Source: an optimization exercise on an open RTL-to-GDS flow (aim: a short achievable clock period and few clock cycles). Production flows keep margins and buffers that such runs may drop.
RTL that was checked went through simulation tests only; none was proved equivalent to the original.
No functional check of the RTL was part of run 4.

==> flow/design.v, too long to show whole: its modules and the start of the top module <==
// module fixed_divider: 158 lines
// module fixed_sqrt: 79 lines
// module mul16_cs: 516 lines
// module mul32_cs: 2108 lines
// module gram_accumulator: 186 lines
// module row_solver: 309 lines
// module chol_update_top: 36 lines
module chol_update_top (
  input  logic                    clk,
  input  logic                    rst,
  input  logic                    start,
  input  chol_mem_pkg::em_idx_t   row_k,
  input  chol_types_pkg::sample_t u_sample,
  input  chol_types_pkg::sample_t vec_sample,
  input  logic                    sample_valid,
  input  logic                    rd_req,
  input  chol_mem_pkg::em_idx_t   rd_row,
  input  chol_mem_pkg::em_idx_t   rd_col,
  output logic                    band_req,
  output chol_mem_pkg::em_idx_t   band_col,
  output logic [$clog2(8)-1:0]      band_idx,
  output chol_types_pkg::word_t   rd_data,
  output logic                    rd_valid,
  output logic                    busy,
  output logic                    done
);
  // ...
==> flow/flow/run.sh <==
#!/bin/bash
set -euo pipefail
MARGIN=${SETUP_MARGIN_NS:-7.6}
bash standard.sh SETUP_SLACK_MARGIN=$MARGIN finish 2>&1 | tee standard_flow.log
==> flow/standard.sh <==
#!/bin/bash
# synth_recipe.tcl (not shown) runs the flow's synth.tcl, then flattens the netlist and writes it again
# the make line also repeats each setting of config.mk as NAME=value (left out here)
make -C /OpenROAD-flow-scripts/flow DESIGN_CONFIG=/design/flow/config.mk WORK_HOME=/design/flow/orfs CLKGATE_MAP_FILE= SYNTH_SCRIPT=/design/flow/synth_recipe.tcl "${@:-finish}"
==> flow/config.mk <==
export PLATFORM = sky130hd
export DESIGN_NAME = chol_update_top
export DESIGN_NICKNAME = chol_update_top
export VERILOG_FILES = /design/flow/design.v
export SDC_FILE = /design/flow/constraint.sdc
export NUM_CORES = 4
export LEC_CHECK = 0
export ABC_CLOCK_PERIOD_IN_PS = 3000
export CAP_MARGIN = 20
export CORE_MARGIN = 2
export CORE_UTILIZATION = 40
export SLEW_MARGIN = 20
==> flow/constraint.sdc <==
create_clock -name core_clock -period 12.0 [get_ports {clk}]
set_input_delay 2.4000 -clock core_clock [delete_from_list [all_inputs] [get_ports {clk}]]
set_output_delay 2.4000 -clock core_clock [all_outputs]
set_load 0.01 [all_outputs]
==> reports/summary.txt, run 1 <==
outcome = complete, no violations
# fillers = 49,741
initial antenna violation count = 61
final wirelength = 781 mm
Yosys cell types = 116
clk sinks = 3,059
Mapped Nets = 23,471
GRT overflow = 0
Simple-Gate Fraction of Synth Area = 8.33%
DRC = 0
cts bufs inserted = 358
Slew Viols, Final = 0
post-synthesis xor/xnor area fraction = 8.82%
FP Rows = 268
die width = 734 um
Overall Global Routing Usage = 28.1%
Avg Cell Area, Syn = 10.2 um^2
#FFs+latches synth = 3,059
layout cell share with drive strength beyond 1 = 11.9%
unrepaired setup endpoints after global routing = yes
final core occ = 45.0%
Post-Syn Instances = 20,888
TritonRoute pass-1 iters = 9
commonest cells in the netlist = inv_1 (2,116), xnor2_1 (1,906), dfxtp_1 (1,727)
required time of the critical path = 12.68 ns
fin cells = 27,925
routed wl met3 = 84.0 mm
fraction of area in multi-input gates = 53.5%
clock latency (worst-skew pair) = 1.07 ns
CTS Hold Bufs = 0
register-to-register setup slack = 7.45 ns
Hold Path Cell Cnt = 0
most frequent cells in the layout = inv_1 (2,085), xnor2_1 (1,900), dfxtp_1 (1,669), fa_1 (1,534), a22oi_1 (1,354)
stages on the worst setup path = 18
DR iter-0 viols = 18,771
Placed Instance Area = 221,000 um^2
critical path's top delay family = compound AO/OA/AOI/OAI gates
largest net degree at the start of global routing = 147
Testbench counts, summed over its fixed seeds: cycles 5,471.
==> module fixed_divider, before the edit <==
module fixed_divider (
  input  logic              clk,
  input  logic              rst,
  input  logic              go,
  input  logic [31:0]       a_p,
  input  logic [31:0]       a_n,
  input  logic              neg,
  input  logic [23:0]       d,
  input  logic [2:0]        c,
  output logic              busy,
  output logic              mag_v,
  output logic              done,
  output logic [31:0]       q
);
  logic [31:0]      ar;
  logic [31:0]      arp;
  logic [31:0]      arn;
  logic             negr;
  logic [2:0]       cr;
  logic [23:0]      dr;
  logic [27:0]      dmr [1:15];
  logic             align;
  logic             run;
  logic             fix;
  logic [3:0]       cnt;
  logic [23:0]      rem;
  logic [47:0]      xs;
  logic [7:0]  nzp;
  logic [7:0]  nzn;
  logic [3:0]  z4p;
  logic [3:0]  z4n;
  logic [3:0]  z4;
  logic [31:0] ash;
  logic [71:0] xw;
  logic [4:0]  skip;
  logic [3:0]  nd;
  assign ar = negr ? arn : arp;
  always_comb begin
    for (int i = 0; i < 8; i++) begin
      nzp[i] = |arp[4 * i +: 4];
      nzn[i] = |arn[4 * i +: 4];
    end
    z4p = 4'd8;
    z4n = 4'd8;
    for (int i = 0; i < 8; i++) begin
      if (nzp[i]) z4p = 4'(7 - i);
      if (nzn[i]) z4n = 4'(7 - i);
    end
    z4 = negr ? z4n : z4p;
    ash  = ar << (4 * z4);
    xw   = {24'd0, ash, 16'd0} << (4 * cr);
    skip = {1'b0, z4} + {2'b00, cr};
    nd   = (skip >= 5'd12) ? 4'd0 : 4'(5'd12 - skip);
  end
  logic [27:0] dmul [1:15];
  function automatic logic [27:0] add3(input logic [27:0] x, input logic [27:0] y,
                                       input logic [27:0] z);
    logic [27:0] u;
    logic [27:0] v;
    u = x ^ y ^ z;
    v = (x & y) | (x & z) | (y & z);
    add3 = u + {v[26:0], 1'b0};
  endfunction
  always_comb begin
    logic [27:0] r1;
    r1 = {4'd0, dr};
    dmul[1]  = r1;
    dmul[2]  = r1 << 1;
    dmul[3]  = (r1 << 1) + r1;
    dmul[4]  = r1 << 2;
    dmul[5]  = (r1 << 2) + r1;
    dmul[6]  = (r1 << 2) + (r1 << 1);
    dmul[7]  = (r1 << 3) - r1;
    dmul[8]  = r1 << 3;
    dmul[9]  = (r1 << 3) + r1;
    dmul[10] = (r1 << 3) + (r1 << 1);
    dmul[11] = add3(r1 << 3, r1 << 1, r1);
    dmul[12] = (r1 << 3) + (r1 << 2);
    dmul[13] = add3(r1 << 3, r1 << 2, r1);
    dmul[14] = (r1 << 4) - (r1 << 1);
    dmul[15] = (r1 << 4) - r1;
  end
  logic [27:0] t;
  logic [28:0] tm [16];
  logic [15:0] ge;
  logic [15:0] sel;
  logic [23:0] rem_n;
  logic [3:0]  dig;
  assign t = {rem, xs[47:44]};
  always_comb begin
    tm[0] = {1'b0, t};
    ge[0] = 1'b1;
    for (int m = 1; m < 16; m++) begin
      tm[m] = {1'b0, t} - {1'b0, dmr[m]};
      ge[m] = !tm[m][28];
    end
    for (int m = 0; m < 16; m++) sel[m] = ge[m] && ((m == 15) ? 1'b1 : !ge[(m + 1) % 16]);
    rem_n = '0;
    dig   = '0;
    for (int m = 0; m < 16; m++) begin
      rem_n = rem_n | ({24{sel[m]}} & tm[m][23:0]);
      dig   = dig | ({4{sel[m]}} & 4'(m));
    end
  end
  assign mag_v = fix;
  always_ff @(posedge clk) begin
    if (rst) begin
      busy  <= 1'b0;
      done  <= 1'b0;
      align <= 1'b0;
      run   <= 1'b0;
      fix   <= 1'b0;
      cnt   <= '0;
    end else begin
      done  <= fix;
      align <= go;
      fix   <= 1'b0;
      if (go) busy <= 1'b1;
      if (align) begin
        if (nd == 4'd0) begin
          fix <= 1'b1;
        end else begin
          run <= 1'b1;
          cnt <= nd - 4'd1;
        end
      end
      if (run) begin
        cnt <= cnt - 4'd1;
        if (cnt == 4'd0) begin
          run <= 1'b0;
          fix <= 1'b1;
        end
      end
      if (fix) busy <= 1'b0;
    end
  end
  always_ff @(posedge clk) begin
    if (go) begin
      arp  <= a_p;
      arn  <= a_n;
      negr <= neg;
      cr   <= c;
      dr   <= d;
    end
    if (align) begin
      for (int m = 1; m < 16; m++) dmr[m] <= dmul[m];
      rem <= xw[71:48];
      xs  <= xw[47:0];
      q   <= '0;
    end else if (run) begin
      rem <= rem_n;
      xs  <= {xs[43:0], 4'd0};
      q   <= {q[27:0], dig};
    end else if (fix) begin
      q <= negr ? -q : q;
    end
  end
endmodule
==> module fixed_sqrt, before the edit <==
module fixed_sqrt (
  input  logic        clk,
  input  logic        rst,
  input  logic        go,
  input  logic [31:0] rad,
  input  logic [1:0]  row_in,
  output logic        busy,
  output logic        done,
  output logic [23:0] root,
  output logic [1:0]  row
);
  logic [25:0] rem;
  logic [47:0] xs;
  logic [23:0] r;
  logic [25:0] s;
  logic [3:0]  cnt;
  logic [30:0] t;
  logic [30:0] t1;
  logic [30:0] t2;
  logic [30:0] t3;
  logic [1:0]  dig;
  logic [25:0] rem_n;
  logic [25:0] s_n;
  logic [3:0]  lz;
  always_comb begin
    lz = 4'd8;
    for (int i = 0; i < 8; i++) if (rad[4 * i +: 4] != 4'd0) lz = 4'(7 - i);
    if (rad[31]) lz = 4'd8;
  end
  assign t  = {1'b0, rem, xs[47:44]};
  assign t1 = t - {4'd0, r, 3'b001};
  assign t2 = t - {3'd0, r, 4'b0100};
  assign t3 = t - {2'd0, s, 3'b001};
  always_comb begin
    if (!t3[30]) begin
      dig = 2'd3; rem_n = t3[25:0]; s_n = {s[23:0], 2'b00} + 26'd6;
    end else if (!t2[30]) begin
      dig = 2'd2; rem_n = t2[25:0]; s_n = {s[23:0], 2'b00} + 26'd3;
    end else if (!t1[30]) begin
      dig = 2'd1; rem_n = t1[25:0]; s_n = {s[23:0], 2'b00};
    end else begin
      dig = 2'd0; rem_n = t[25:0];  s_n = {s[23:0], 2'b00} - 26'd3;
    end
  end
  always_ff @(posedge clk) begin
    if (rst) begin
      busy <= 1'b0;
      done <= 1'b0;
      cnt  <= '0;
    end else begin
      done <= 1'b0;
      if (go) begin
        busy <= 1'b1;
        cnt  <= 4'd11 - lz;
      end else if (busy) begin
        cnt <= cnt - 4'd1;
        if (cnt == 4'd0) begin
          busy <= 1'b0;
          done <= 1'b1;
        end
      end
    end
  end
  always_ff @(posedge clk) begin
    if (go) begin
      rem <= '0;
      xs  <= rad[31] ? 48'd0 : ({rad, 16'd0} << (4 * lz));
      r   <= '0;
      s   <= 26'd1;
      row <= row_in;
    end else if (busy) begin
      rem <= rem_n;
      xs  <= {xs[43:0], 4'd0};
      r   <= {r[21:0], dig};
      s   <= s_n;
    end
  end
  assign root = r;
endmodule
==> module row_solver, before the edit <==
module row_solver #(
  parameter int QDEPTH = 4
) (
  input  logic        clk,
  input  logic        rst,
  input  logic        run_accept,
  input  logic [1:0]  run_row,
  input  logic        g_push,
  input  logic [1:0]  g_k,
  input  logic [1:0]  g_j,
  input  logic [31:0] g_val,
  output logic        g_pop,
  input  logic        rd_req,
  input  logic [1:0]  rd_row,
  input  logic [1:0]  rd_col,
  output logic [31:0] rd_data,
  output logic        rd_valid
);
  logic [QDEPTH-1:0][31:0] q_g;
  logic [QDEPTH-1:0][1:0]  q_k;
  logic [QDEPTH-1:0][1:0]  q_j;
  logic [2:0]              q_n;
  logic [2:0]              q_wr;
  logic [31:0]             h_g;
  logic [1:0]              h_k;
  logic [1:0]              h_j;
  logic                    h_v;
  assign h_g  = q_g[0];
  assign h_k  = q_k[0];
  assign h_j  = q_j[0];
  assign h_v  = (q_n != 3'd0);
  assign q_wr = q_n - {2'd0, g_pop};
  always_ff @(posedge clk) begin
    for (int i = 0; i < QDEPTH; i++) begin
      if (g_pop && i + 1 < QDEPTH) begin
        q_g[i] <= q_g[(i + 1) % QDEPTH];
        q_k[i] <= q_k[(i + 1) % QDEPTH];
        q_j[i] <= q_j[(i + 1) % QDEPTH];
      end
      if (g_push && q_wr == 3'(i)) begin
        q_g[i] <= g_val;
        q_k[i] <= g_k;
        q_j[i] <= g_j;
      end
    end
    if (rst) q_n <= '0;
    else q_n <= q_n + {2'd0, g_push} - {2'd0, g_pop};
  end
  logic [31:0] l_m [4][4];   
  logic [2:0]  diag_ok;
  logic        div_go;
  logic        div_busy;
  logic        div_done;
  logic [31:0] div_q;
  logic        div_neg;
  logic [23:0]      div_d;
  logic [2:0]       div_c;
  logic             div_mag_v;
  logic             slow_r;
  logic             issue;
  logic        sq_go;
  logic        sq_busy;
  logic        sq_done;
  logic [31:0] sq_rad;
  logic [23:0] sq_root;
  logic [1:0]  sq_row_in;
  logic [1:0]  sq_row;
  logic        waitq;      
  logic [1:0]  cur_k;
  logic [1:0]  cur_j;
  logic        mbusy;      
  logic [1:0]  mv;         
  logic [1:0]  mj [2];
  logic [1:0]  mk [2];
  logic [31:0] oa1;
  logic [31:0] oa2;
  logic [32:0] ma1;
  logic [32:0] ma2;
  logic [31:0] accs [4];   
  logic [31:0] accc [4];   
  logic [31:0] diff;
  logic [31:0] ndiff;
  logic        h_ready;
  logic        h_div;
  assign h_div = (h_j != h_k);
  logic        p_div;
  logic        p_sq;
  logic [31:0] p_g;
  logic [31:0] p_as;
  logic [31:0] p_ac;
  logic [23:0] p_d;
  logic [2:0]  p_c;
  logic        al_div;
  logic        sgn;
  logic [32:0] noa1;
  logic [32:0] noa2;
  logic [31:0] du;
  logic [31:0] dv;
  logic [31:0] nu;
  logic [31:0] nv;
  logic [32:0] dsum;
  assign du    = p_g ^ ~p_as ^ ~p_ac;
  assign dv    = (p_g & ~p_as) | (p_g & ~p_ac) | (~p_as & ~p_ac);
  assign dsum  = {du, 1'b1} + {dv[30:0], 1'b1, 1'b1};
  assign diff  = dsum[32:1];                       
  assign nu    = p_as ^ p_ac ^ ~p_g;
  assign nv    = (p_as & p_ac) | (p_as & ~p_g) | (p_ac & ~p_g);
  assign ndiff = nu + {nv[30:0], 1'b1};            
  always_comb begin
    h_ready = 1'b0;
    if (h_v && !waitq && (!mbusy || mv[1])) begin
      if (h_div) h_ready = diag_ok[h_j] && !div_busy;
      else       h_ready = !sq_busy && !sq_go && !p_sq;
    end
  end
  assign g_pop     = h_ready;
  assign div_go    = p_div;
  assign div_neg   = diff[31];
  assign div_d     = l_m[h_j][h_j][23:0];
  always_comb begin
    logic [4:0]  blen;
    blen = '0;
    for (int i = 0; i < 24; i++) if (div_d[i]) blen = 5'(i + 1);
    div_c = (blen == 5'd0) ? 3'd0 : 3'((blen - 5'd1) >> 2);
  end
  always_ff @(posedge clk) begin
    if (rst) begin
      waitq  <= 1'b0;
      sq_go  <= 1'b0;
      p_div  <= 1'b0;
      p_sq   <= 1'b0;
      al_div <= 1'b0;
      mv     <= '0;
      mbusy  <= 1'b0;
      slow_r <= 1'b0;
    end else begin
      p_div  <= h_ready && h_div;
      p_sq   <= h_ready && !h_div;
      al_div <= p_div;
      sq_go  <= p_sq;
      if (h_ready && h_div) waitq <= 1'b1;
      else if (issue) waitq <= 1'b0;
      mv <= {mv[0], issue};   
      if (div_mag_v) slow_r <= div_q[31];
      if (issue) mbusy <= 1'b1;
      else if (mv[1]) mbusy <= 1'b0;
    end
  end
  always_ff @(posedge clk) begin
    if (h_ready) begin
      cur_k <= h_k;
      cur_j <= h_j;
      p_g   <= h_g;
      p_as  <= accs_n[h_j];
      p_ac  <= accc_n[h_j];
    end
    if (h_ready && !h_div) sq_row_in <= h_k;
    if (p_sq) sq_rad <= diff;
    if (h_ready && h_div) begin
      p_d <= div_d;
      p_c <= div_c;
      oa1 <= l_m[(h_j + 2'd1) & 2'd3][h_j];
      oa2 <= l_m[(h_j + 2'd2) & 2'd3][h_j];
    end
    if (p_div) begin
      sgn  <= diff[31];
      noa1 <= -{oa1[31], oa1};
      noa2 <= -{oa2[31], oa2};
    end
    if (al_div) begin
      ma1 <= sgn ? noa1 : {oa1[31], oa1};
      ma2 <= sgn ? noa2 : {oa2[31], oa2};
    end else if (div_mag_v && div_q[31]) begin
      ma1 <= {oa1[31], oa1};
      ma2 <= {oa2[31], oa2};
    end
    mj[0] <= cur_j;
    mk[0] <= cur_k;
    mj[1] <= mj[0];
    mk[1] <= mk[0];
  end
  logic [47:0] x1_s, x1_c, x2_s, x2_c, sq_s, sq_c;
  assign issue = (div_mag_v && !div_q[31]) || (div_done && slow_r);
  mul32_cs u_x1 (.clk, .a(ma1), .b(div_q), .s(x1_s), .c(x1_c));
  mul32_cs u_x2 (.clk, .a(ma2), .b(div_q), .s(x2_s), .c(x2_c));
  mul32_cs u_sq (.clk, .a({div_q[31], div_q}), .b(div_q), .s(sq_s), .c(sq_c));
  logic [31:0] accs_n [4];
  logic [31:0] accc_n [4];
  always_comb begin
    accs_n[0] = '0;
    accc_n[0] = '0;
    for (int t = 1; t < 4; t++) begin
      logic [47:0] ps;
      logic [47:0] pc;
      logic [16:0] lo;
      logic [31:0] x1;
      logic [31:0] y1;
      logic [31:0] y1s;
      logic [31:0] x2;
      logic [31:0] y2;
      ps = '0;
      pc = '0;
      if (t == mk[1]) begin
        ps = sq_s; pc = sq_c;
      end else if (t == mj[1] + 2'd1) begin
        ps = x1_s; pc = x1_c;
      end else if (t == mj[1] + 2'd2) begin
        ps = x2_s; pc = x2_c;
      end
      lo  = {1'b0, ps[15:0]} + {1'b0, pc[15:0]};
      x1  = accs[t] ^ accc[t] ^ ps[47:16];
      y1  = (accs[t] & accc[t]) | (accs[t] & ps[47:16]) | (accc[t] & ps[47:16]);
      y1s = {y1[30:0], 1'b0};
      x2  = x1 ^ y1s ^ pc[47:16];
      y2  = (x1 & y1s) | (x1 & pc[47:16]) | (y1s & pc[47:16]);
      if (mv[1] && 2'(t) > mj[1] && 2'(t) <= mk[1]) begin
        accs_n[t] = x2;
        accc_n[t] = {y2[30:0], lo[16]};
      end else begin
        accs_n[t] = accs[t];
        accc_n[t] = accc[t];
      end
    end
  end
  always_ff @(posedge clk) begin
    if (rst) begin
      for (int t = 0; t < 4; t++) begin
        accs[t] <= '0;
        accc[t] <= '0;
      end
    end else begin
      for (int t = 0; t < 4; t++) begin
        if (h_ready && h_j == 2'(t)) begin
          accs[t] <= '0;
          accc[t] <= '0;
        end else begin
          accs[t] <= accs_n[t];
          accc[t] <= accc_n[t];
        end
      end
    end
  end
  fixed_divider u_div (
    .clk, .rst, .go(div_go), .a_p(diff), .a_n(ndiff), .neg(div_neg), .d(p_d), .c(p_c),
    .busy(div_busy), .mag_v(div_mag_v), .done(div_done), .q(div_q)
  );
  fixed_sqrt u_sqrt (
    .clk, .rst, .go(sq_go), .rad(sq_rad), .row_in(sq_row_in),
    .busy(sq_busy), .done(sq_done), .root(sq_root), .row(sq_row)
  );
  always_ff @(posedge clk) begin
    if (div_done) l_m[cur_k][cur_j] <= div_q;
    if (sq_done) begin
      l_m[sq_row][sq_row] <= {8'd0, sq_root};
    end
  end
  always_ff @(posedge clk) begin
    if (rst) begin
      diag_ok <= '0;
    end else begin
      if (sq_done && sq_row != 2'd3) diag_ok[sq_row] <= 1'b1;
      if (h_ready && !h_div && h_k != 2'd3) diag_ok[h_k] <= 1'b0;   
    end
  end
  logic [2:0] ep_cnt [4][4];   
  logic [3:0] ep_nz [4];
  always_ff @(posedge clk) begin
    if (rst) begin
      for (int r = 0; r < 4; r++) begin
        for (int c = 0; c < 4; c++) ep_cnt[r][c] <= '0;
        ep_nz[r] <= '0;
      end
    end else begin
      for (int r = 0; r < 4; r++) begin
        for (int c = 0; c <= r; c++) begin
          logic [2:0] n;
          n = ep_cnt[r][c] + ((run_accept && run_row == 2'(r)) ? 3'd1 : 3'd0)
                           - ((div_done && cur_k == 2'(r) && cur_j == 2'(c)) ? 3'd1 : 3'd0)
                           - ((sq_done && sq_row == 2'(r) && c == r) ? 3'd1 : 3'd0);
          ep_cnt[r][c] <= n;
          ep_nz[r][c]  <= (n != 3'd0);
        end
      end
    end
  end
  logic [15:0][31:0] sym;
  logic [15:0]       sym_wait;
  logic              rd_vi;
  logic              rd_ok;
  always_comb begin
    for (int r = 0; r < 4; r++) begin
      for (int c = 0; c < 4; c++) begin
        sym[r * 4 + c]      = (r >= c) ? l_m[r][c] : l_m[c][r];
        sym_wait[r * 4 + c] = (r >= c) ? ep_nz[r][c] : ep_nz[c][r];
      end
    end
  end
  assign rd_ok = rd_req && !rd_vi && !sym_wait[{rd_row, rd_col}];
  always_ff @(posedge clk) begin
    if (rst) begin
      rd_valid <= 1'b0;
      rd_vi    <= 1'b0;
    end else begin
      rd_valid <= rd_req && !rd_valid && !sym_wait[{rd_row, rd_col}];   
      rd_vi    <= rd_ok;
    end
    rd_data <= sym[{rd_row, rd_col}];
  end
endmodule
==> run 2, diff against run 1 <==
--- a/flow/design.v
+++ b/flow/design.v
@@ -114,9 +114,14 @@
   logic [3:0]  dig;
   assign t = {rem, xs[47:44]};
+  logic [15:1][28:0] tk;
+  logic [15:1]       tco;
+  for (genvar m = 1; m < 16; m++) begin : g_trial
+    ks_add #(.W(29)) u_sub (.a({1'b0, t}), .b(~{1'b0, dmr[m]}), .cin(1'b1), .sum(tk[m]), .cout(tco[m]));
+  end
   always_comb begin
     tm[0] = {1'b0, t};
     ge[0] = 1'b1;
     for (int m = 1; m < 16; m++) begin
-      tm[m] = {1'b0, t} - {1'b0, dmr[m]};
+      tm[m] = tk[m];
       ge[m] = !tm[m][28];
     end
@@ -130,4 +135,7 @@
   end
   assign mag_v = fix;
+  logic [31:0] q_neg;
+  logic        qco;
+  ks_add #(.W(32)) u_qneg (.a(~q), .b(32'd0), .cin(1'b1), .sum(q_neg), .cout(qco));
   always_ff @(posedge clk) begin
     if (rst) begin
@@ -162,10 +170,12 @@
   end
   always_ff @(posedge clk) begin
+    arp <= a_p;
+    arn <= a_n;
+    cr  <= c;
+    dr  <= d;
+  end
+  always_ff @(posedge clk) begin
     if (go) begin
-      arp  <= a_p;
-      arn  <= a_n;
       negr <= neg;
-      cr   <= c;
-      dr   <= d;
     end
     if (align) begin
@@ -179,5 +189,5 @@
       q   <= {q[27:0], dig};
     end else if (fix) begin
-      q <= negr ? -q : q;
+      q <= negr ? q_neg : q;
     end
   end
@@ -216,7 +226,10 @@
   end
   assign t  = {1'b0, rem, xs[47:44]};
-  assign t1 = t - {4'd0, r, 3'b001};
-  assign t2 = t - {3'd0, r, 4'b0100};
-  assign t3 = t - {2'd0, s, 3'b001};
+  logic c1;
+  logic c2;
+  logic c3;
+  ks_add #(.W(31)) u_t1 (.a(t), .b(~{4'd0, r, 3'b001}),  .cin(1'b1), .sum(t1), .cout(c1));
+  ks_add #(.W(31)) u_t2 (.a(t), .b(~{3'd0, r, 4'b0100}), .cin(1'b1), .sum(t2), .cout(c2));
+  ks_add #(.W(31)) u_t3 (.a(t), .b(~{2'd0, s, 3'b001}),  .cin(1'b1), .sum(t3), .cout(c3));
   always_comb begin
     if (!t3[30]) begin
@@ -233,8 +246,6 @@
     if (rst) begin
       busy <= 1'b0;
-      done <= 1'b0;
       cnt  <= '0;
     end else begin
-      done <= 1'b0;
       if (go) begin
         busy <= 1'b1;
@@ -242,8 +253,5 @@
       end else if (busy) begin
         cnt <= cnt - 4'd1;
-        if (cnt == 4'd0) begin
-          busy <= 1'b0;
-          done <= 1'b1;
-        end
+        if (cnt == 4'd0) busy <= 1'b0;
       end
     end
@@ -263,5 +271,6 @@
     end
   end
-  assign root = r;
+  assign done = busy && (cnt == 4'd0);
+  assign root = {r[21:0], dig};
 endmodule
 `default_nettype wire
@@ -3183,12 +3192,12 @@
   logic [31:0] nu;
   logic [31:0] nv;
-  logic [32:0] dsum;
   assign du    = p_g ^ ~p_as ^ ~p_ac;
   assign dv    = (p_g & ~p_as) | (p_g & ~p_ac) | (~p_as & ~p_ac);
-  assign dsum  = {du, 1'b1} + {dv[30:0], 1'b1, 1'b1};
-  assign diff  = dsum[32:1];                       
+  logic        dco;
+  logic        nco;
+  ks_add #(.W(32)) u_dadd (.a(du), .b({dv[30:0], 1'b1}), .cin(1'b1), .sum(diff), .cout(dco));   
   assign nu    = p_as ^ p_ac ^ ~p_g;
   assign nv    = (p_as & p_ac) | (p_as & ~p_g) | (p_ac & ~p_g);
-  assign ndiff = nu + {nv[30:0], 1'b1};            
+  ks_add #(.W(32)) u_nadd (.a(nu), .b({nv[30:0], 1'b0}), .cin(1'b1), .sum(ndiff), .cout(nco));   
   always_comb begin
     h_ready = 1'b0;
@@ -3235,13 +3244,13 @@
       cur_k <= h_k;
       cur_j <= h_j;
-      p_g   <= h_g;
-      p_as  <= accs_n[h_j];
-      p_ac  <= accc_n[h_j];
     end
+    p_g  <= h_g;
+    p_as <= accs_n[h_j];
+    p_ac <= accc_n[h_j];
+    p_d  <= div_d;
+    p_c  <= div_c;
     if (h_ready && !h_div) sq_row_in <= h_k;
-    if (p_sq) sq_rad <= diff;
+    sq_rad <= diff;   
     if (h_ready && h_div) begin
-      p_d <= div_d;
-      p_c <= div_c;
       oa1 <= l_m[(h_j + 2'd1) & 2'd3][h_j];
       oa2 <= l_m[(h_j + 2'd2) & 2'd3][h_j];
@@ -3432,2 +3441,32 @@
 endmodule
 `default_nettype wire
+`default_nettype none
+module ks_add #(
+  parameter int W = 32
+) (
+  input  logic [W-1:0] a,
+  input  logic [W-1:0] b,
+  input  logic         cin,
+  output logic [W-1:0] sum,
+  output logic         cout
+);
+  logic [W-1:0] p0;
+  logic [W-1:0] g;
+  logic [W-1:0] p;
+  always_comb begin
+    p0 = a ^ b;
+    g  = a & b;
+    g[0] = g[0] | (p0[0] & cin);
+    p  = p0;
+    for (int d = 1; d < W; d = d * 2) begin
+      for (int i = W - 1; i >= d; i--) begin
+        g[i] = g[i] | (p[i] & g[i - d]);
+        p[i] = p[i] & p[i - d];
+      end
+    end
+    sum[0] = p0[0] ^ cin;
+    for (int i = 1; i < W; i++) sum[i] = p0[i] ^ g[i - 1];
+    cout = g[W - 1];
+  end
+endmodule
+`default_nettype wire
==> flow/flow/run.sh (replaced) <==
#!/bin/bash
set -euo pipefail
MARGIN=${SETUP_MARGIN_NS:-8.3}
bash standard.sh SETUP_SLACK_MARGIN=$MARGIN finish 2>&1 | tee standard_flow.log
--- a/flow/config.mk
+++ b/flow/config.mk
@@ -9,4 +9,5 @@
 export CAP_MARGIN = 20
 export CORE_MARGIN = 2
-export CORE_UTILIZATION = 40
+export CORE_UTILIZATION = 60
+export PLACE_DENSITY = 0.72
 export SLEW_MARGIN = 20
==> run 2 against run 1 <==
Net effect:
- the layout now fails its checks (capacitance limit, slew limit)
- synthesized cell count up 0.37%
- clock skew grew 0.0051 ns
- register-to-register slack better by 0.16 ns
- maximum frequency rose by 3.6%
- sequential share of layout area down 1.8 points
- non-clock buffer count rose by 535
==> reports/summary.txt, run 2 <==
outcome = failed layout checks (was complete, no violations)
Layout Check Fails = capacitance limit, slew limit
#FFs+latches synth = 3,027 (was 3,059)
number of global-route vias before repair = 173,051 (was 167,604)
biggest regs = u_solver.l_m x512, u_solver.u_div.dmr x200, u_solver.q_g x128 (unchanged)
FP Rows = 216 (was 268)
Setup Skew = 0.119 ns (was 0.113 ns)
io pins = 84 (unchanged)
GRT overflow = 0 (unchanged)
Setup WS post-layout = 7.60 ns (was 7.45 ns)
crit path capture = u_solver.q_g[45]$_DFFE_PP_ (was u_solver.sq_rad[31]$_DFFE_PP_)
WL/cell = 31.4 um (was 28.0 um)
hpwl dp = 505 mm (was 525 mm)
crit path DAT = 5.03 ns (was 5.23 ns)
area of the multi-input gates = 132,000 um^2 (was 128,000 um^2)
largest net degree at the start of global routing = 90 (was 147)
largest cells by area after synthesis = dfxtp_1 (19%), edfxtp_1 (16%), fa_1 (15%), xnor2_1 (7.9%), ha_1 (6.0%) (was edfxtp_1 (19%), dfxtp_1 (16%), fa_1 (15%), xnor2_1 (7.8%), ha_1 (5.8%))
post-layout minimum cycle time = 4.40 ns (was 4.55 ns)
die width = 595 um (was 734 um)
root buffer cell = clkbuf_16 (unchanged)
Post-Syn Instances = 20,966 (was 20,888)
TNS Setup = 0 ns (unchanged)
Seq/Total Area, Yosys = 34.1% (was 35.0%)
fin cells = 26,125 (was 27,925)
post-synth top area share = 18.5% (was 18.8%)
DR iter-0 viols = 26,538 (was 18,771)
# fillers = 25,073 (was 49,741)
Die H = 595 um (was 734 um)
period utilization = 36.6% (was 38.0%)
commonest non-fill, non-tap cell in the layout = inv_1 (unchanged)
initial antenna violation count = 55 (was 61)
Die ar. = 354,000 um^2 (was 539,000 um^2)
CTS clock-pin slew for the worst setup and hold paths = 0.06 ns (about the same)
CTS tree = done (unchanged)
Overall Global Routing Usage = 43.9% (was 28.1%)
Biggest register = u_solver.l_m (unchanged)
Synth async-reset ratio = 0% (unchanged)
Post-DRT Antenna Nets = 0 (unchanged)
Most used DFF post-synth = dfxtp_1 (unchanged)
Max transition margin = -23.3% (was 18.8%)
TritonRoute pass-1 iters = 17 (was 9)
clock latency (worst-skew pair) = 1.03 ns (was 1.07 ns)
H-tree levels = 5 (unchanged)
EDFF count, synth = 1,088 (was 1,332)
Max FO, Critical Path = 7 (was 2)
Port Buffer Count = 83 (unchanged)
DRC = 0 (unchanged)
post-synthesis cell area = 209,000 um^2 (was 213,000 um^2)
most frequent cells in the layout = inv_1 (2,001), xnor2_1 (1,875), dfxtp_1 (1,800), fa_1 (1,515), nor2_1 (1,377) (was inv_1 (2,085), xnor2_1 (1,900), dfxtp_1 (1,669), fa_1 (1,534), a22oi_1 (1,354))
yosys warns = 20 (was 17)
clock buffer depth = 4 (unchanged)
Critical R2R Launch = u_solver.q_n[2]$_SDFF_PP0_ (was u_solver.p_g[1]$_DFFE_PP_)
CP endpoint kind = flop (unchanged)
Slew Viols, Final = 2 (was 0)
required time of the critical path = 12.63 ns (was 12.68 ns)
Avg Cell Area, Syn = 9.99 um^2 (was 10.2 um^2)
worst reg2reg path depth = 12 (was 18)
cts bufs inserted = 333 (was 358)
Via density = 6.79 (was 6.00)
Worst Setup Start Kind = flop (unchanged)
Layout Nets = 23,748 (was 23,145)
Slew @ Worst Pin = 1.84 ns (was 1.18 ns)
Starting Density = 60.4% (was 40.1%)
Reg area = 71,800 um^2 (was 74,700 um^2)
CP Launch Point = u_solver.q_n[2]$_SDFF_PP0_ (was u_solver.p_g[1]$_DFFE_PP_)
GP Congestion = 1.01 (was 0.961)
final wirelength = 819 mm (was 781 mm)
final core occ = 70.3% (was 45.0%)
Core Footprint = 347,000 um^2 (was 532,000 um^2)
clk sinks = 3,027 (was 3,059)
largest area contributor in the netlist = dfxtp_1 (was edfxtp_1)
layout cell share with drive strength beyond 1 = 16.4% (was 11.9%)
Maximum Capacitance Violations = 1 (was 0)
final setup fails = 0 (unchanged)
CTS Hold Bufs = 0 (unchanged)
commonest cells in the netlist = inv_1 (2,063), dfxtp_1 (1,939), xnor2_1 (1,890) (was inv_1 (2,116), xnor2_1 (1,906), dfxtp_1 (1,727))
Yosys cell types = 106 (was 116)
placed insts = 24,534 (was 26,909)
final hold violation count = 0 (unchanged)
unrepaired setup endpoints after global routing = yes (unchanged)
vias = 177,489 (was 167,585)
reg-to-reg endpoint = u_solver.q_g[45]$_DFFE_PP_ (was u_solver.sq_rad[31]$_DFFE_PP_)
register-to-register setup slack = 7.60 ns (was 7.45 ns)
Layout area overhead = 16.4% (was 12.3%)
Crit Path Category = flop to flop (unchanged)
Mapped Nets = 23,544 (was 23,471)
global-route wire length before repair = 1150 mm (was 1130 mm)
max reg flops = 512 (unchanged)
Max Freq = 0.227 GHz (was 0.220 GHz)
worst hold path type = flop to flop (unchanged)
count leader, synth = inv_1 (unchanged)
pre-CTS WS = 6.45 ns (was 5.93 ns)
run 2: cell count changes in the layout (fill, tap and decap cells not counted), sizes merged, moves of 58 or more:
| cell | delta |
|---|---|
| buf | +514 |
| edfxtp | -244 |
| nor2 | +233 |
| dfxtp | +212 |
| nor2b | -112 |
| mux2i | +99 |
| mux2 | -92 |
| a21oi | -68 |
| a222oi | -65 |
| nor3 | +60 |
| diode | +58 |
run 2: area by class of cell:
| type | count | area share (%) |
|---|---|---|
| inverter | 2093 | 3.32 |
| timing repair buffer | 1333 | 6.15 |
| clock inverter | 155 | 0.716 |
| sequential | 3027 | 29.5 |
| clock buffer | 459 | 3.85 |
| antenna | 98 | 0.101 |
| timing repair inverter | 2 | 0.00821 |
| tap | 4578 | 2.35 |
| multi-input combinational | 14380 | 54.0 |
run 2: how the worst min path moves through the flow:
| stage | startpoint | to | cells past startpoint |
|---|---|---|---|
| detailed placement | u_solver.p_d[17]$_DFF_P_ | u_solver.u_div.dr[17]$_DFF_P_ | 0 |
| global placement | u_solver.u_x1.r3_521$_DFF_P_ | u_solver.u_x1.r6_1128$_DFF_P_ | 0 |
| finish | u_solver.p_d[17]$_DFF_P_ | u_solver.u_div.dr[17]$_DFF_P_ | 0 |
| global route | u_solver.mj[0][0]$_DFF_P_ | u_solver.mj[1][0]$_DFF_P_ | 0 |
| CTS | u_solver.p_d[17]$_DFF_P_ | u_solver.u_div.dr[17]$_DFF_P_ | 0 |
| floorplan | u_solver.p_d[2]$_DFF_P_ | u_solver.u_div.dr[2]$_DFF_P_ | 0 |
run 2: metrics by stage:
step	hold slack (ns)	area, um^2
after floorplan	0.309	210000
after global placement	0.310	215000
after detailed placement	0.312	215000
after CTS	0.311	237000
after global routing	0.311	244000
final	0.306	244000
run 2: cell families after synthesis:
kind of cell    count (synthesis)  synth area share [%]
fa+ha+maj                    2579                  20.9
simple gates                 3972                  8.73
buf+inv                      3605                  6.50
compound gates               4794                  15.5
flops                        3027                  34.1
xor+xnor                     2123                  8.88
mux                           866                  5.35
run 2: what timing repair did:
| item | in CTS | in global routing |
|---|---|---|
| gates resized for setup | 1472 | 765 |
| gates cloned | 66 | 70 |
| endpoints found under the setup margin | 1675 | 845 |
| buffers inserted | 475 | 268 |
| hold endpoints to repair | 0 | 0 |
| pin swaps | 365 | 472 |
run 2: worst max-delay path, stage by stage (launching register included):
cell       delay, ns
dfxtp_1         0.40
nor3_2          1.44
or4_4           0.35
buf_12          0.19
inv_12          0.04
ha_4            0.18
ha_4            0.18
xnor2_4         0.19
nand2_4         0.16
or3_4           0.53
clkbuf_16       0.22
nand2_2         0.07
o21ai_1         0.07
run 2: routing by layer:
layer	wire (um)	part of all wire [%]	track usage, %
met5	636	0.078	0.609
met4	88800	11	36.9
met3	113000	14	14.8
met2	343000	42	64.1
met1	273000	33	52.3
Testbench counts of run 2, summed over its fixed seeds: cycles 5,425.
==> run 3, diff against run 2 <==
--- a/flow/config.mk
+++ b/flow/config.mk
@@ -9,5 +9,4 @@
 export CAP_MARGIN = 20
 export CORE_MARGIN = 2
-export CORE_UTILIZATION = 60
-export PLACE_DENSITY = 0.72
+export CORE_UTILIZATION = 40
 export SLEW_MARGIN = 20
==> run 3 against run 2 <==
Net effect:
- the run now finishes clean
- clock-buffer cell count grew 29
- design area grew 0.19%
- critical path type unchanged
==> reports/summary.txt, run 3 <==
outcome = complete, no violations (was failed layout checks)
DR iter-0 viols = 21,752 (was 26,538)
Adder-Cell Fraction of Synth Area = 20.9% (unchanged)
# fillers = 48,220 (was 25,073)
Hold Slack = 0.291 ns (was 0.306 ns)
Mapped Nets = 23,544 (unchanged)
CP max stage cell = a222oi_1 (was nor3_2)
global-route wire length before repair = 1150 mm (about the same)
EDFF count, synth = 1,088 (unchanged)
Port Buffer Count = 83 (unchanged)
reg-to-reg endpoint = u_solver.u_div.rem[9]$_DFFE_PP_ (was u_solver.q_g[45]$_DFFE_PP_)
Die H = 728 um (was 595 um)
fin cells = 28,326 (was 26,125)
vias = 171,382 (was 177,489)
clk sinks = 3,027 (unchanged)
die width = 728 um (was 595 um)
Slew Viols, Final = 0 (was 2)
layout cell share with drive strength beyond 1 = 15.6% (was 16.4%)
most frequent cells in the layout = inv_1 (1,991), xnor2_1 (1,872), dfxtp_1 (1,810), fa_1 (1,509), nor2_1 (1,375) (was inv_1 (2,001), xnor2_1 (1,875), dfxtp_1 (1,800), fa_1 (1,515), nor2_1 (1,377))
crit path DAT = 5.02 ns (was 5.03 ns)
largest cells by area after synthesis = dfxtp_1 (19%), edfxtp_1 (16%), fa_1 (15%), xnor2_1 (7.9%), ha_1 (6.0%) (unchanged)
Starting Density = 40.2% (was 60.4%)
Max transition margin = 23.3% (was -23.3%)
pre-CTS WS = 6.30 ns (was 6.45 ns)
critical path's top delay family = compound AO/OA/AOI/OAI gates (was simple AND/OR/NAND/NOR gates)
Post-Syn Instances = 20,966 (unchanged)
io pins = 84 (unchanged)
Placed Instance Area = 218,000 um^2 (was 215,000 um^2)
Compound-Gate Fraction of Synth Area = 15.5% (unchanged)
H-tree levels = 5 (unchanged)
post-synth top area share = 18.5% (unchanged)
commonest cells in the netlist = inv_1 (2,063), dfxtp_1 (1,939), xnor2_1 (1,890) (unchanged)
Slew @ Worst Pin = 1.15 ns (was 1.84 ns)
required time of the critical path = 12.75 ns (was 12.63 ns)
final wirelength = 803 mm (was 819 mm)
biggest regs = u_solver.l_m x512, u_solver.u_div.dmr x200, u_solver.q_g x128 (unchanged)
commonest non-fill, non-tap cell in the layout = inv_1 (unchanged)
worst reg2reg path depth = 16 (was 12)
Setup Skew = 0.113 ns (was 0.119 ns)
Layout Nets = 23,632 (was 23,748)
post-synthesis cell area = 209,000 um^2 (unchanged)
max reg flops = 512 (unchanged)
CP bufs+invs = 4 (was 3)
TritonRoute pass-1 iters = 9 (was 17)
cell repeated most along the worst path = buf_12 (was ha_4)
main combinational cell family by area after synthesis = adder cells (unchanged)
GP Congestion = 0.949 (was 1.01)
GRT overflow = 0 (unchanged)
Setup WS post-layout = 7.73 ns (was 7.60 ns)
DRC = 0 (unchanged)
yosys warns = 20 (unchanged)
Reg area = 71,800 um^2 (about the same)
CTS tree = done (unchanged)
Seq/Total Area, Yosys = 34.1% (unchanged)
Worst Setup Start Kind = flop (unchanged)
final hold violation count = 0 (unchanged)
Post-DRT Antenna Nets = 0 (unchanged)
WL/cell = 28.4 um (was 31.4 um)
Core Footprint = 521,000 um^2 (was 347,000 um^2)
post-layout minimum cycle time = 4.27 ns (was 4.40 ns)
root buffer cell = clkbuf_16 (unchanged)
Die ar. = 529,000 um^2 (was 354,000 um^2)
Layout area overhead = 16.6% (was 16.4%)
post-synthesis xor/xnor area fraction = 8.88% (unchanged)
cts bufs inserted = 345 (was 333)
register-to-register setup slack = 7.73 ns (was 7.60 ns)
Overall Global Routing Usage = 29.1% (was 43.9%)
worst hold path type = flop to flop (unchanged)
unrepaired setup endpoints after global routing = yes (unchanged)
period utilization = 35.6% (was 36.6%)
Hold Path Cell Cnt = 0 (unchanged)
clock latency (worst-skew pair) = 1.05 ns (was 1.03 ns)
count leader, synth = inv_1 (unchanged)
Synth async-reset ratio = 0% (unchanged)
placed insts = 26,898 (was 24,534)
clock buffer depth = 4 (unchanged)
Max Freq = 0.234 GHz (was 0.227 GHz)
Simple-Gate Fraction of Synth Area = 8.73% (unchanged)
HP Start = u_solver.p_d[18]$_DFF_P_ (was u_solver.p_d[17]$_DFF_P_)
Most used DFF post-synth = dfxtp_1 (unchanged)
max incr delay on CP = 0.66 ns (was 1.44 ns)
TNS Setup = 0 ns (unchanged)
area of the multi-input gates = 131,000 um^2 (was 132,000 um^2)
FP Rows = 265 (was 216)
Critical R2R Launch = u_solver.u_div.dmr[15][0]$_DFFE_PP_ (was u_solver.q_n[2]$_SDFF_PP0_)
multiplexer share of the synthesized area = 5.35% (unchanged)
CP endpoint kind = flop (unchanged)
Crit Path Category = flop to flop (unchanged)
Avg Cell Area, Syn = 9.99 um^2 (unchanged)
Via density = 6.05 (was 6.79)
CTS clock-pin slew for the worst setup and hold paths = 0.06 ns (about the same)
largest area contributor in the netlist = dfxtp_1 (unchanged)
CP cell instances = ha_4 > inv_2 > fa_2 > a211oi_4 > o21a_1 > nor4b_4 > o211a_1 > nand3_2 > a21o_4 > buf_12 > buf_12 > buf_4 > a222oi_1 > nand4_1 > a21oi_2 > a21oi_1 (was nor3_2 > or4_4 > buf_12 > inv_12 > ha_4 > ha_4 > xnor2_4 > nand2_4 > or3_4 > clkbuf_16 > nand2_2 > o21ai_1)
CTS Hold Bufs = 0 (unchanged)
final setup fails = 0 (unchanged)
hpwl dp = 517 mm (was 505 mm)
Biggest register = u_solver.l_m (unchanged)
Final Instance Area = 244,000 um^2 (about the same)
Yosys cell types = 106 (unchanged)
Max FO, Critical Path = 6 (was 7)
stages on the worst setup path = 16 (was 12)
Maximum Capacitance Violations = 0 (was 1)
initial antenna violation count = 36 (was 55)
final core occ = 46.9% (was 70.3%)
number of global-route vias before repair = 168,955 (was 173,051)
hold worst-path end = u_solver.u_div.dr[18]$_DFF_P_ (was u_solver.u_div.dr[17]$_DFF_P_)
#FFs+latches synth = 3,027 (unchanged)
largest net degree at the start of global routing = 130 (was 90)
[run 3: changes by cell type in the layout (fill, tap and decap cells not counted), sizes merged, moves of 2 or more]
cell,before,now
buf,1223,1145
or3,73,70
clkbuf,508,516
or2,35,32
nand2,935,922
or3b,6,4
diode,98,41
bufbuf,25,14
inv,2089,2068
clkinvlp,35,50
o21ai,833,835
[run 3: what timing repair did]
item                        CTS  global route
setup endpoints to repair  1667           840
buffers inserted            479           192
pin swaps                   362           374
gates resized for setup    1360           577
gates cloned                 54            25
[run 3: kinds of logic after synthesis]
logic type,after synthesis
AND/OR/NAND/NOR,3972
XOR/XNOR,2123
adder cells (fa/ha/maj),2579
flip-flops,3027
multiplexers,866
AO/OA/AOI/OAI,4794
buffers and inverters,3605
[run 3: routing by layer]
layer / wire length (um) / track usage (%)
met1: 314000 / 38.5
met2: 335000 / 42.6
met3: 98000 / 8.13
met4: 56700 / 16.7
met5: 376 / 0.218
[run 3: worst reg2reg max path: stages, from the launching register on]
cell      delay, ns
edfxtp_1       0.50
ha_4           0.23
inv_2          0.06
fa_2           0.32
a211oi_4       0.12
o21a_1         0.24
nor4b_4        0.37
o211a_1        0.29
nand3_2        0.12
a21o_4         0.23
buf_12         0.13
buf_12         0.13
buf_4          0.14
a222oi_1       0.66
nand4_1        0.21
a21oi_2        0.17
a21oi_1        0.08
[run 3: worst max path at each step]
stage | startpoint | end
final | u_solver.u_div.dmr[15][0]$_DFFE_PP_ | u_solver.u_div.rem[9]$_DFFE_PP_
after CTS | u_solver.u_div.xs[45]$_DFFE_PP_ | u_solver.u_div.rem[23]$_DFFE_PP_
after detailed placement | u_solver.q_j[0]$_DFFE_PP_ | u_solver.q_g[6]$_DFFE_PP_
after global placement | u_solver.q_j[0]$_DFFE_PP_ | u_solver.q_g[7]$_DFFE_PP_
after global routing | u_solver.u_div.xs[47]$_DFFE_PP_ | u_solver.u_div.rem[22]$_DFFE_PP_
after floorplan | start | u_solver.ep_nz[0][0]$_SDFF_PP0_
[run 3: layout make-up]
type | instances | share of cell area [%]
Sequential cell | 3027 | 29.4
Tap cell | 6942 | 3.56
Antenna cell | 41 | 0.0420
Inverter | 2093 | 3.32
Timing Repair inverter | 3 | 0.00768
Clock buffer | 488 | 4.06
Timing Repair Buffer | 1223 | 5.43
Multi-Input combinational cell | 14361 | 53.5
Clock inverter | 148 | 0.717
==> run 4, diff against run 3 <==
--- a/flow/design.v
+++ b/flow/design.v
@@ -80,30 +80,40 @@
   end
   logic [27:0] dmul [1:15];
-  function automatic logic [27:0] add3(input logic [27:0] x, input logic [27:0] y,
-                                       input logic [27:0] z);
-    logic [27:0] u;
-    logic [27:0] v;
-    u = x ^ y ^ z;
-    v = (x & y) | (x & z) | (y & z);
-    add3 = u + {v[26:0], 1'b0};
-  endfunction
+  logic [27:0] r1;
+  logic [27:0] m3, m5, m6, m7, m9, m10, m11, m12, m13, m14, m15;
+  logic [27:0] s11, c11, s13, c13;
+  logic [10:0] mco;
+  assign r1  = {4'd0, dr};
+  assign s11 = (r1 << 3) ^ (r1 << 1) ^ r1;
+  assign c11 = (((r1 << 3) & (r1 << 1)) | ((r1 << 3) & r1) | ((r1 << 1) & r1)) << 1;
+  assign s13 = (r1 << 3) ^ (r1 << 2) ^ r1;
+  assign c13 = (((r1 << 3) & (r1 << 2)) | ((r1 << 3) & r1) | ((r1 << 2) & r1)) << 1;
+  ks_add #(.W(28)) u_m3  (.a(r1 << 1), .b(r1),         .cin(1'b0), .sum(m3),  .cout(mco[0]));
+  ks_add #(.W(28)) u_m5  (.a(r1 << 2), .b(r1),         .cin(1'b0), .sum(m5),  .cout(mco[1]));
+  ks_add #(.W(28)) u_m6  (.a(r1 << 2), .b(r1 << 1),    .cin(1'b0), .sum(m6),  .cout(mco[2]));
+  ks_add #(.W(28)) u_m7  (.a(r1 << 3), .b(~r1),        .cin(1'b1), .sum(m7),  .cout(mco[3]));
+  ks_add #(.W(28)) u_m9  (.a(r1 << 3), .b(r1),         .cin(1'b0), .sum(m9),  .cout(mco[4]));
+  ks_add #(.W(28)) u_m10 (.a(r1 << 3), .b(r1 << 1),    .cin(1'b0), .sum(m10), .cout(mco[5]));
+  ks_add #(.W(28)) u_m11 (.a(s11),     .b(c11),        .cin(1'b0), .sum(m11), .cout(mco[6]));
+  ks_add #(.W(28)) u_m12 (.a(r1 << 3), .b(r1 << 2),    .cin(1'b0), .sum(m12), .cout(mco[7]));
+  ks_add #(.W(28)) u_m13 (.a(s13),     .b(c13),        .cin(1'b0), .sum(m13), .cout(mco[8]));
+  ks_add #(.W(28)) u_m14 (.a(r1 << 4), .b(~(r1 << 1)), .cin(1'b1), .sum(m14), .cout(mco[9]));
+  ks_add #(.W(28)) u_m15 (.a(r1 << 4), .b(~r1),        .cin(1'b1), .sum(m15), .cout(mco[10]));
   always_comb begin
-    logic [27:0] r1;
-    r1 = {4'd0, dr};
     dmul[1]  = r1;
     dmul[2]  = r1 << 1;
-    dmul[3]  = (r1 << 1) + r1;
+    dmul[3]  = m3;
     dmul[4]  = r1 << 2;
-    dmul[5]  = (r1 << 2) + r1;
-    dmul[6]  = (r1 << 2) + (r1 << 1);
-    dmul[7]  = (r1 << 3) - r1;
+    dmul[5]  = m5;
+    dmul[6]  = m6;
+    dmul[7]  = m7;
     dmul[8]  = r1 << 3;
-    dmul[9]  = (r1 << 3) + r1;
-    dmul[10] = (r1 << 3) + (r1 << 1);
-    dmul[11] = add3(r1 << 3, r1 << 1, r1);
-    dmul[12] = (r1 << 3) + (r1 << 2);
-    dmul[13] = add3(r1 << 3, r1 << 2, r1);
-    dmul[14] = (r1 << 4) - (r1 << 1);
-    dmul[15] = (r1 << 4) - r1;
+    dmul[9]  = m9;
+    dmul[10] = m10;
+    dmul[11] = m11;
+    dmul[12] = m12;
+    dmul[13] = m13;
+    dmul[14] = m14;
+    dmul[15] = m15;
   end
   logic [27:0] t;
@@ -170,4 +180,8 @@
   end
   always_ff @(posedge clk) begin
+    rem <= align ? xw[71:48] : rem_n;
+    xs  <= align ? xw[47:0] : {xs[43:0], 4'd0};
+  end
+  always_ff @(posedge clk) begin
     arp <= a_p;
     arn <= a_n;
@@ -181,10 +195,6 @@
     if (align) begin
       for (int m = 1; m < 16; m++) dmr[m] <= dmul[m];
-      rem <= xw[71:48];
-      xs  <= xw[47:0];
       q   <= '0;
     end else if (run) begin
-      rem <= rem_n;
-      xs  <= {xs[43:0], 4'd0};
       q   <= {q[27:0], dig};
     end else if (fix) begin
==> run 4 against run 3 <==
Net effect:
- critical endpoint is now u_solver.u_div.rem[9]$_DFF_P_
- still clean
- first-iteration DRC count down 8.4%
- synthesized area up 0.18%
==> reports/summary.txt, run 4 <==
Critical R2R Launch = u_solver.u_div.dmr[15][0]$_DFFE_PP_ (unchanged)
vias = 168,490 (was 171,382)
EDFF count, synth = 1,035 (was 1,088)
Maximum Capacitance Violations = 0 (unchanged)
routed wire length on met2 = 337 mm (was 335 mm)
crit path DAT = 5.10 ns (was 5.02 ns)
final hold violation count = 0 (unchanged)
Layout area overhead = 15.8% (was 16.6%)
Synth async-reset ratio = 0% (unchanged)
Seq/Total Area, Yosys = 33.8% (was 34.1%)
hpwl dp = 517 mm (about the same)
Die ar. = 530,000 um^2 (was 529,000 um^2)
Max Freq = 0.235 GHz (was 0.234 GHz)
largest net degree at the start of global routing = 86 (was 130)
GP Congestion = 0.956 (was 0.949)
count leader, synth = inv_1 (unchanged)
worst hold path type = flop to flop (unchanged)
post-layout minimum cycle time = 4.26 ns (was 4.27 ns)
WL/cell = 28.1 um (was 28.4 um)
Setup WS post-layout = 7.74 ns (was 7.73 ns)
H-tree levels = 5 (unchanged)
io pins = 84 (unchanged)
Hold Path Cell Cnt = 0 (unchanged)
yosys warns = 21 (was 20)
number of global-route vias before repair = 166,012 (was 168,955)
cts bufs inserted = 348 (was 345)
root buffer cell = clkbuf_16 (unchanged)
clock buffer depth = 4 (unchanged)
most frequent cells in the layout = inv_1 (1,987), xnor2_1 (1,890), dfxtp_1 (1,858), fa_1 (1,518), a22oi_1 (1,380) (was inv_1 (1,991), xnor2_1 (1,872), dfxtp_1 (1,810), fa_1 (1,509), nor2_1 (1,375))
final setup fails = 0 (unchanged)
reg-to-reg endpoint = u_solver.u_div.rem[9]$_DFF_P_ (was u_solver.u_div.rem[9]$_DFFE_PP_)
CTS tree = done (unchanged)
Via density = 6.00 (was 6.05)
clk sinks = 3,030 (was 3,027)
CTS Hold Bufs = 0 (unchanged)
Max FO, Critical Path = 20 (was 6)
required time of the critical path = 12.84 ns (was 12.75 ns)
Layout Nets = 23,359 (was 23,632)
unrepaired setup endpoints after global routing = yes (unchanged)
outcome = complete, no violations (unchanged)
biggest regs = u_solver.l_m x512, u_solver.u_div.dmr x203, u_solver.q_g x128 (was u_solver.l_m x512, u_solver.u_div.dmr x200, u_solver.q_g x128)
Yosys cell types = 114 (was 106)
Post-Syn Instances = 20,811 (was 20,966)
Overall Global Routing Usage = 28.3% (was 29.1%)
Setup Skew = 0.0658 ns (was 0.113 ns)
largest cells by area after synthesis = dfxtp_1 (19%), edfxtp_1 (15%), fa_1 (15%), xnor2_1 (7.9%), ha_1 (6.0%) (was dfxtp_1 (19%), edfxtp_1 (16%), fa_1 (15%), xnor2_1 (7.9%), ha_1 (6.0%))
CTS clock-pin slew for the worst setup and hold paths = 0.06 ns (about the same)
initial antenna violation count = 42 (was 36)
post-synthesis cell area = 210,000 um^2 (was 209,000 um^2)
Crit Path Category = flop to flop (unchanged)
Slew Viols, Final = 0 (unchanged)
die width = 728 um (about the same)
routed wl met3 = 87.5 mm (was 98.0 mm)
max reg flops = 512 (unchanged)
Post-DRT Antenna Nets = 0 (unchanged)
CP endpoint kind = flop (unchanged)
Slew @ Worst Pin = 1.24 ns (was 1.15 ns)
Most used DFF post-synth = dfxtp_1 (unchanged)
final wirelength = 790 mm (was 803 mm)
HP Start = u_solver.p_d[2]$_DFF_P_ (was u_solver.p_d[18]$_DFF_P_)
DRC = 0 (unchanged)
commonest cells in the netlist = inv_1 (2,048), dfxtp_1 (1,995), xnor2_1 (1,898) (was inv_1 (2,063), dfxtp_1 (1,939), xnor2_1 (1,890))
Avg Cell Area, Syn = 10.1 um^2 (was 9.99 um^2)
clock latency (worst-skew pair) = 1.04 ns (was 1.05 ns)
FP Rows = 266 (was 265)
pre-CTS WS = 6.15 ns (was 6.30 ns)
DR iter-0 viols = 19,933 (was 21,752)
register-to-register setup slack = 7.74 ns (was 7.73 ns)
largest area contributor in the netlist = dfxtp_1 (unchanged)
global-route wire length before repair = 1120 mm (was 1150 mm)
Worst Setup Start Kind = flop (unchanged)
TritonRoute pass-1 iters = 8 (was 9)
#FFs+latches synth = 3,030 (was 3,027)
Biggest register = u_solver.l_m (unchanged)
Core Footprint = 524,000 um^2 (was 521,000 um^2)
GRT overflow = 0 (unchanged)
commonest non-fill, non-tap cell in the layout = inv_1 (unchanged)
period utilization = 35.5% (was 35.6%)
DR top layer = met5 (unchanged)
hold worst-path end = u_solver.u_div.dr[2]$_DFF_P_ (was u_solver.u_div.dr[18]$_DFF_P_)
Port Buffer Count = 83 (unchanged)
layout cell share with drive strength beyond 1 = 15.3% (was 15.6%)
Die H = 728 um (about the same)
metal1 wirelength = 302 mm (was 314 mm)
post-synth top area share = 19.0% (was 18.5%)
Mapped Nets = 23,391 (was 23,544)
worst reg2reg path depth = 18 (was 16)
Max transition margin = 17.0% (was 23.3%)
Starting Density = 40.1% (was 40.2%)
TNS Setup = 0 ns (unchanged)
[run 4: how the worst max path moves through the flow]
stage                                   startpoint                          endpoint  slack, ns  cells past startpoint
5_1_grt        u_solver.u_div.dmr[1][15]$_DFFE_PP_     u_solver.u_div.rem[3]$_DFF_P_       7.63                     15
4_1_cts        u_solver.u_div.dmr[15][0]$_DFFE_PP_  u_solver.u_div.q[3]$_SDFFE_PP0P_       7.74                     15
3_3_place_gp       u_solver.u_sqrt.busy$_SDFF_PP0_        u_solver.q_g[18]$_DFFE_PP_       6.17                     15
6_report       u_solver.u_div.dmr[15][0]$_DFFE_PP_     u_solver.u_div.rem[9]$_DFF_P_       7.74                     18
2_1_floorplan                                start   u_solver.ep_nz[3][3]$_SDFF_PP0_       7.96                      8
3_5_place_dp       u_solver.u_sqrt.busy$_SDFF_PP0_        u_solver.q_g[18]$_DFFE_PP_       6.15                     15
[run 4: per-layer routing]
layer	global-route usage, %	vias to the layer above
met1	36.3	83762
met3	7.01	2458
met5	0.372	-
met2	42.8	9829
met4	18.0	18
li1	-	72423
[run 4: timing repair]
| item | in CTS | in global routing |
|---|---|---|
| cloned | 48 | 38 |
| gates resized for setup | 1232 | 512 |
| pin swaps | 238 | 270 |
| setup buffers | 319 | 210 |
| setup endpoints to repair | 1614 | 829 |
[run 4: critical path: stages (launching register included)]
cell      delay (ns)
edfxtp_1        0.40
ha_4            0.16
inv_2           0.03
fa_2            0.40
buf_4           0.19
buf_12          0.12
a211oi_4        0.26
o21a_1          0.21
o31ai_2         0.13
nand3_2         0.15
a211oi_2        0.12
nor2_2          0.24
nor2_4          0.11
buf_12          0.19
a222oi_1        0.56
o2111a_1        0.33
o211ai_1        0.17
a211oi_2        0.20
a32oi_1         0.12
[run 4: cell families after synthesis]
family / synth area share [%]
AO/OA/AOI/OAI: 15.1
flip-flops: 33.8
adder cells (fa/ha/maj): 20.9
XOR/XNOR: 8.84
buffers and inverters: 6.43
AND/OR/NAND/NOR: 8.78
multiplexers: 6.06
[run 4: area by class of cell]
class                           count  area, um^2
Clock buffer                      474        9870
Multi-Input combinational cell  14226      131000
Fill cell                       48289      281000
Inverter                         2079        7990
Clock inverter                    167        1910
Tap cell                         6968        8720
Timing Repair Buffer             1091       12200
Antenna cell                       45         113
Sequential cell                  3030       71400
Timing Repair inverter              3        28.8
[run 4: through the flow]
| stage | util (%) | area [um^2] | hold slack, ns | std cells |
|---|---|---|---|---|
| floorplan | - | 211000 | 0.309 | 20811 |
| detailed placement | 41.7 | 218000 | 0.312 | 26782 |
| finish | 46.4 | 243000 | 0.321 | 28083 |
| global placement | 41.6 | 218000 | 0.309 | 26780 |
| CTS | 45.5 | 238000 | 0.325 | 27790 |
| global route | 46.4 | 243000 | 0.328 | 28061 |

==> re-timing with driven ports <==
The flow's constraints put no driver on any port. The routed layouts listed below were extracted and timed again, unchanged, in two steps. Step 1: set_driving_cell puts a clkbuf_16 on clk and a buf_2 on each other input, an assumption about the parent block. Step 2 moves the port delays by t, midway between the first and last clock arrival at a register: inputs arrive t later, outputs are due t later. That takes back most of the time a late clock gives input paths. Three values: no drivers, after step 1, after step 2; two values: the first two.
run	shift t [ns]	setup slack, ns	worst hold slack (ns)	latest minus earliest clock arrival (ns)
run 1	1.139	7.446 / 7.446 / 6.824	0.322 / 0.322 / 0.322	0.133 / 0.132
run 2	1.087	7.602 / 7.602 / 7.348	0.306 / 0.306 / 0.306	0.127 / 0.127
run 3	1.145	7.726 / 7.726 / 7.359	0.291 / 0.291 / 0.291	0.125 / 0.124
run 4	1.119	7.739 / 7.739 / 7.326	0.321 / 0.321 / 0.321	0.083 / 0.083
For run 1, which loses most, drivers alone change the setup slack by 0.000 ns; drivers and shift together by -0.622 ns.
